Context: an optimization exercise on an open-source flow, tuned for a short achievable clock period and few clock cycles. The choices shown serve that exercise and are no tape-out recipe. The RTL was checked by simulation tests, not by an equivalence proof against the original design.

==> inputs of run a <==
## sector_cache_tags
module sector_cache_tags (
  input  logic        clk,
  input  logic        rst_n,
  input  logic        start,
  output logic        busy,
  input  logic [1:0]  in_func,
  input  logic [31:0] in_sector,
  output logic        out_strobe,
  output logic        out_hit,
  output logic [5:0]  out_slot,
  output logic        out_fetch,
  output logic        out_writeback,
  output logic [31:0] out_wb_sector,
  output logic        out_last
);
export LEC_CHECK = 0
export CAP_MARGIN = 20
export CORE_MARGIN = 2
export CORE_UTILIZATION = 30
export PLACE_DENSITY = 0.38
export SETUP_SLACK_MARGIN = 2.5
export SLEW_MARGIN = 20
export SYNTH_HIERARCHICAL = 1
export SYNTH_MINIMUM_KEEP_SIZE = 0
export TNS_END_PERCENT = 100
create_clock -name core_clock -period 6.0 [get_ports {clk}]
run.sh (not shown) runs the stock make flow with config.mk's settings and CLKGATE_MAP_FILE= SYNTH_SCRIPT=/design/flow/synth_recipe.tcl, a recipe that flattens the netlist after the stock synthesis.
==> run b: changes against run a <==
--- a/flow/design.v
+++ b/flow/design.v
@@ -103,29 +103,33 @@
   end
   crst_inv u_en (.a(en), .y(en_n));
   crst_nor2 u_l5 (.a(l4[0]), .b(l4[1]), .y(l5));
   assign match = l5 & ~en_n;
 endmodule
-module crst_or64n (
-  input  logic [63:0] a,
-  output logic        y_n
+module crst_or64n #(
+  parameter int C = 1
+) (
+  input  logic [63:0]  a,
+  output logic [C-1:0] y_n
 );
   logic [31:0] l1;
   logic [7:0]  l2;
   logic [3:0]  l3;
-  logic        l4;
+  logic [C-1:0] l4;
   for (genvar i = 0; i < 32; i++) begin : g_l1
     crst_nor2 u (.a(a[2*i]), .b(a[2*i+1]), .y(l1[i]));
   end
   for (genvar i = 0; i < 8; i++) begin : g_l2
     crst_nand4g u (.a(l1[4*i +: 4]), .y(l2[i]));
   end
   for (genvar i = 0; i < 4; i++) begin : g_l3
     crst_nor2 u (.a(l2[2*i]), .b(l2[2*i+1]), .y(l3[i]));
   end
-  crst_nand4g u_l4 (.a(l3), .y(l4));
-  crst_inv u_l5 (.a(l4), .y(y_n));
+  for (genvar k = 0; k < C; k++) begin : g_c
+    crst_nand4g u_l4 (.a(l3), .y(l4[k]));
+    crst_inv u_l5 (.a(l4[k]), .y(y_n[k]));
+  end
 endmodule
 module crst_or32 (
   input  logic [31:0] a,
   output logic        y
 );
@@ -153,17 +157,19 @@
   input  logic [N-1:0]       pvoh,      
   input  logic [31:0]        psec,      
   input  logic [N-1:0]       voh,       
   input  logic [N-1:0]       below_fd,  
   output logic [N-1:0]       match,
-  output logic               hit,
-  output logic               hitv,      
+  output logic [3:0]         hit,       
+  output logic [1:0]         hitv,      
   output logic               hitb,      
   output logic [5:0]         hslot
 );
   logic [N-1:0] pfill, en, mt;
-  logic         eqp, pe, hit_n, hitv_n, hitb_n;
+  logic         eqp, pe, hitb_n;
+  logic [3:0]   hit_n;
+  logic [1:0]   hitv_n;
   logic [5:0]   pslot, tslot;
   always_comb begin
     pfill = pvoh & {N{pmiss}};
     en    = valid & ~pfill;
     pslot = '0;
@@ -179,47 +185,52 @@
       .b     (sector),
       .en    (en[i]),
       .match (mt[i])
     );
   end
-  crst_or64n u_hit  (.a(mt), .y_n(hit_n));
-  crst_or64n u_hitv (.a(mt & voh), .y_n(hitv_n));
+  crst_or64n #(.C(4)) u_hit  (.a(mt), .y_n(hit_n));
+  crst_or64n #(.C(2)) u_hitv (.a(mt & voh), .y_n(hitv_n));
   crst_or64n u_hitb (.a(mt & below_fd), .y_n(hitb_n));
   for (genvar k = 0; k < 6; k++) begin : g_slot
     logic [31:0] sl;
     for (genvar j = 0; j < 32; j++) begin : g_b
       assign sl[j] = mt[((j >> k) << (k + 1)) | (1 << k) | (j & ((1 << k) - 1))];
     end
     crst_or32 u_or (.a(sl), .y(tslot[k]));
   end
   assign match = mt | (pfill & {N{eqp}});
-  assign hit   = ~hit_n | pe;
-  assign hitv  = ~hitv_n | (pe & |(pvoh & voh));
+  assign hit   = ~hit_n | {4{pe}};
+  assign hitv  = ~hitv_n | {2{pe & |(pvoh & voh)}};
   assign hitb  = ~hitb_n | (pe & |(pvoh & below_fd));
   assign hslot = tslot | (pe ? pslot : 6'd0);
 endmodule
 `timescale 1ns / 1ps
 module crst_pfx #(
   parameter int N = 64
 ) (
   input  logic [N-1:0] x,
   output logic [N-1:0] y
 );
-  logic [6:0][N-1:0] p;
+  localparam int L = $clog2(N);
+  logic [L:0][N-1:0] p;
   assign p[0] = x;
-  for (genvar k = 0; k < 6; k++) begin : g_l
+  for (genvar k = 0; k < L; k++) begin : g_l
     for (genvar i = 0; i < N; i++) begin : g_b
       if (i < (1 << k)) begin : g_inv
         crst_inv u (.a(p[k][i]), .y(p[k+1][i]));
       end else if (k % 2 == 0) begin : g_nor
         crst_nor2 u (.a(p[k][i]), .b(p[k][i - (1 << k)]), .y(p[k+1][i]));
       end else begin : g_nand
         crst_nand2 u (.a(p[k][i]), .b(p[k][i - (1 << k)]), .y(p[k+1][i]));
       end
     end
   end
-  assign y = p[6];
+  if (L % 2 == 0) begin : g_even
+    assign y = p[L];
+  end else begin : g_odd
+    assign y = ~p[L];
+  end
 endmodule
 module crst_lowest #(
   parameter int N = 64
 ) (
   input  logic [N-1:0] x,
@@ -247,29 +258,25 @@
   input  logic [N-1:0] m,
   output logic [N-1:0] oh,
   output logic [N-1:0] vm,
   output logic [N-1:0] clr
 );
-  logic [N-1:0] c, a, ia, ic;
+  logic [N-1:0]   c, a;
+  logic [2*N-1:0] z, pz;
+  logic           any_a_n, any_c_n;
   assign c = ~r;
   assign a = c & m;
-  crst_pfx #(.N(N)) u_pa (.x(a), .y(ia));
-  crst_pfx #(.N(N)) u_pc (.x(c), .y(ic));
+  assign z = {c, a};
+  crst_pfx #(.N(2*N)) u_pz (.x(z), .y(pz));
+  crst_or64n u_aa (.a(a), .y_n(any_a_n));
+  crst_or64n u_ac (.a(c), .y_n(any_c_n));
   always_comb begin
-    if (ia[N-1]) begin
-      oh  = a & ~(ia << 1);
-      vm  = ia;
-      clr = m & ~ia;
-    end else if (ic[N-1]) begin
-      oh  = c & ~(ic << 1);
-      vm  = ic;
-      clr = m | ~ic;
-    end else begin
-      oh  = m & ~(m << 1);
-      vm  = m;
-      clr = '1;
-    end
+    oh  = (a & ~(pz[N-1:0] << 1)) | (c & ~pz[2*N-2:N-1]);
+    if (any_c_n) oh = m & ~(m << 1);
+    vm  = any_a_n ? pz[2*N-1:N] : pz[N-1:0];
+    clr = any_a_n ? (m | ~pz[2*N-1:N]) : (m & ~pz[N-1:0]);
+    if (any_c_n) vm = m;
   end
 endmodule
 `timescale 1ns / 1ps
 module sector_cache_tags (
   input  logic        clk,
@@ -317,10 +324,12 @@
   assign out_wb_sector = wbs_r;
   assign out_last      = last_r;
   logic         take, take_acc, take_fl, fl_step, wr;
   logic [N-1:0] match;
   logic         hit, hitv, hitb;
+  logic [3:0]   hitc;    
+  logic [1:0]   hitvc;
   logic [5:0]   hslot, vslot, fslot;
   logic         vwb, any_d, more_d;
   logic [3*N-1:0] s_miss, s_hv;
   logic [N-1:0] pfill, hm_e, sel;
   logic [31:0]  stag;
@@ -361,33 +370,35 @@
     .pvoh     (pvoh_r),
     .psec     (psec_r),
     .voh      (voh_r),
     .below_fd (below_fd),
     .match    (match),
-    .hit      (hit),
-    .hitv     (hitv),
+    .hit      (hitc),
+    .hitv     (hitvc),
     .hitb     (hitb),
     .hslot    (hslot)
   );
   crst_tsel #(.N(N)) u_tsel (
     .tag   (tag_r),
     .sel   (sel),
     .pfill (pfill),
     .psec  (psec_r),
     .q     (stag)
   );
+  assign hit  = hitc[0];
+  assign hitv = hitvc[0];
   always_comb begin
     take     = rst_n & start & ~busy_r;
     take_acc = take & ~in_func[1];
     take_fl  = take & (in_func == 2'd2);
     fl_step  = busy_r | take_fl;
     wr       = in_func[0];
     pfill = pvoh_r & {N{pmiss_r}};
     hm_e  = pmiss_r ? pvm_r : hm_r;
     sel  = (busy_r | in_func[1]) ? fd_r : voh_r;
     dirty_miss = (dirty_r & ~voh_r) | (voh_r & {N{wr}});
-    fd_hit     = (wr && hitb) ? match : fd_r;
+    fd_hit     = (match & below_fd & {N{wr}}) | (fd_r & ~{N{wr & hitb}});
     if (wr) begin
       fd_miss = |(voh_r & below_fd) ? voh_r : fd_r;
     end else begin
       fd_miss = |(voh_r & fd_r) ? fd_clean : fd_r;
     end
@@ -415,11 +426,12 @@
       fd_m    = fd_fl;
     end else if (take_acc) begin
       ref_h   = ref_r | match;
       dirty_h = dirty_r | (match & {N{wr}});
       fd_h    = fd_hit;
-      if (hitv) {voh_h, vm_h, clr_h} = s_hv;
+      if (hitvc[0]) voh_h = s_hv[3*N-1:2*N];
+      if (hitvc[1]) {vm_h, clr_h} = s_hv[2*N-1:0];
       ref_m   = (ref_r & ~clr_r) | voh_r;
       dirty_m = dirty_miss;
       fd_m    = fd_miss;
       {voh_m, vm_m, clr_m} = s_miss;
       pmiss_m = 1'b1;
@@ -449,23 +461,17 @@
     end else begin
       busy_r   <= fl_step & more_d;
       strobe_r <= fl_step | take_acc;
       valid_r  <= valid_r | pfill;
       hm_r     <= hm_e;
-      if (hit) begin
-        ref_r   <= ref_h;
-        dirty_r <= dirty_h;
-        fd_r    <= fd_h;
-        {voh_r, vm_r, clr_r} <= {voh_h, vm_h, clr_h};
-        pmiss_r <= 1'b0;
-      end else begin
-        ref_r   <= ref_m;
-        dirty_r <= dirty_m;
-        fd_r    <= fd_m;
-        {voh_r, vm_r, clr_r} <= {voh_m, vm_m, clr_m};
-        pmiss_r <= pmiss_m;
-      end
+      ref_r   <= hitc[1] ? ref_h : ref_m;
+      dirty_r <= hitc[1] ? dirty_h : dirty_m;
+      fd_r    <= hitc[2] ? fd_h : fd_m;
+      voh_r   <= hitc[2] ? voh_h : voh_m;
+      pmiss_r <= hitc[2] ? 1'b0 : pmiss_m;
+      vm_r    <= hitc[3] ? vm_h : vm_m;
+      clr_r   <= hitc[3] ? clr_h : clr_m;
     end
   end
   always_ff @(posedge clk) begin
     psec_r <= in_sector;
     pvoh_r <= voh_r;
==> comparison <==
- Die area: run a is smaller than run b (0.55%).
- Count of clock-buffer cells in the layout is the same in run a and run b.
- Run b ran to the end with no violations. Run a completed with no timing, DRC or antenna violations.
- Fmax: run b is smaller than run a (about 2.6%).
- Of run b and run a, run b has the higher first-iteration DRC count (gap about 24%, measured against run a).
- Global-route usage: run a is lower than run b (2.4 points).
- Via count: run b is higher than run a (about 7%).
- Between run b and run a, the lower register-to-register slack is in run b (gap 0.15 ns).
Testbench counts of run a, summed over its fixed seeds: cycles 5,147.
Testbench counts of run b, summed over its fixed seeds: cycles 5,147.

==> separate check: timing with driven ports <==
The results above use ideal ports. As a check the final layouts listed here were re-extracted and re-timed, cells and wires unchanged.
Step 1, drivers: a clkbuf_16 drives clk and a buf_2 each remaining input, both assumed.
Step 2, shift: input delay + t, output delay - t, t = (earliest + latest rising clock arrival at the registers) / 2. This alone moves slack from input paths to output paths.
Three values: ideal, step 1, step 2; two values: the first two.
| run | shift t [ns] | setup WS [ns] | worst setup path after step 2 |
|---|---|---|---|
| run a | 1.179 | 1.744 / 1.784 / 0.654 | input to register |
| run b | 1.134 | 1.629 / 1.629 / 0.524 | input to register |
After both steps every run listed still meets setup and hold. The setup slack of run b, which loses most, moves by 0.000 ns with the drivers and by -1.105 ns with both steps.
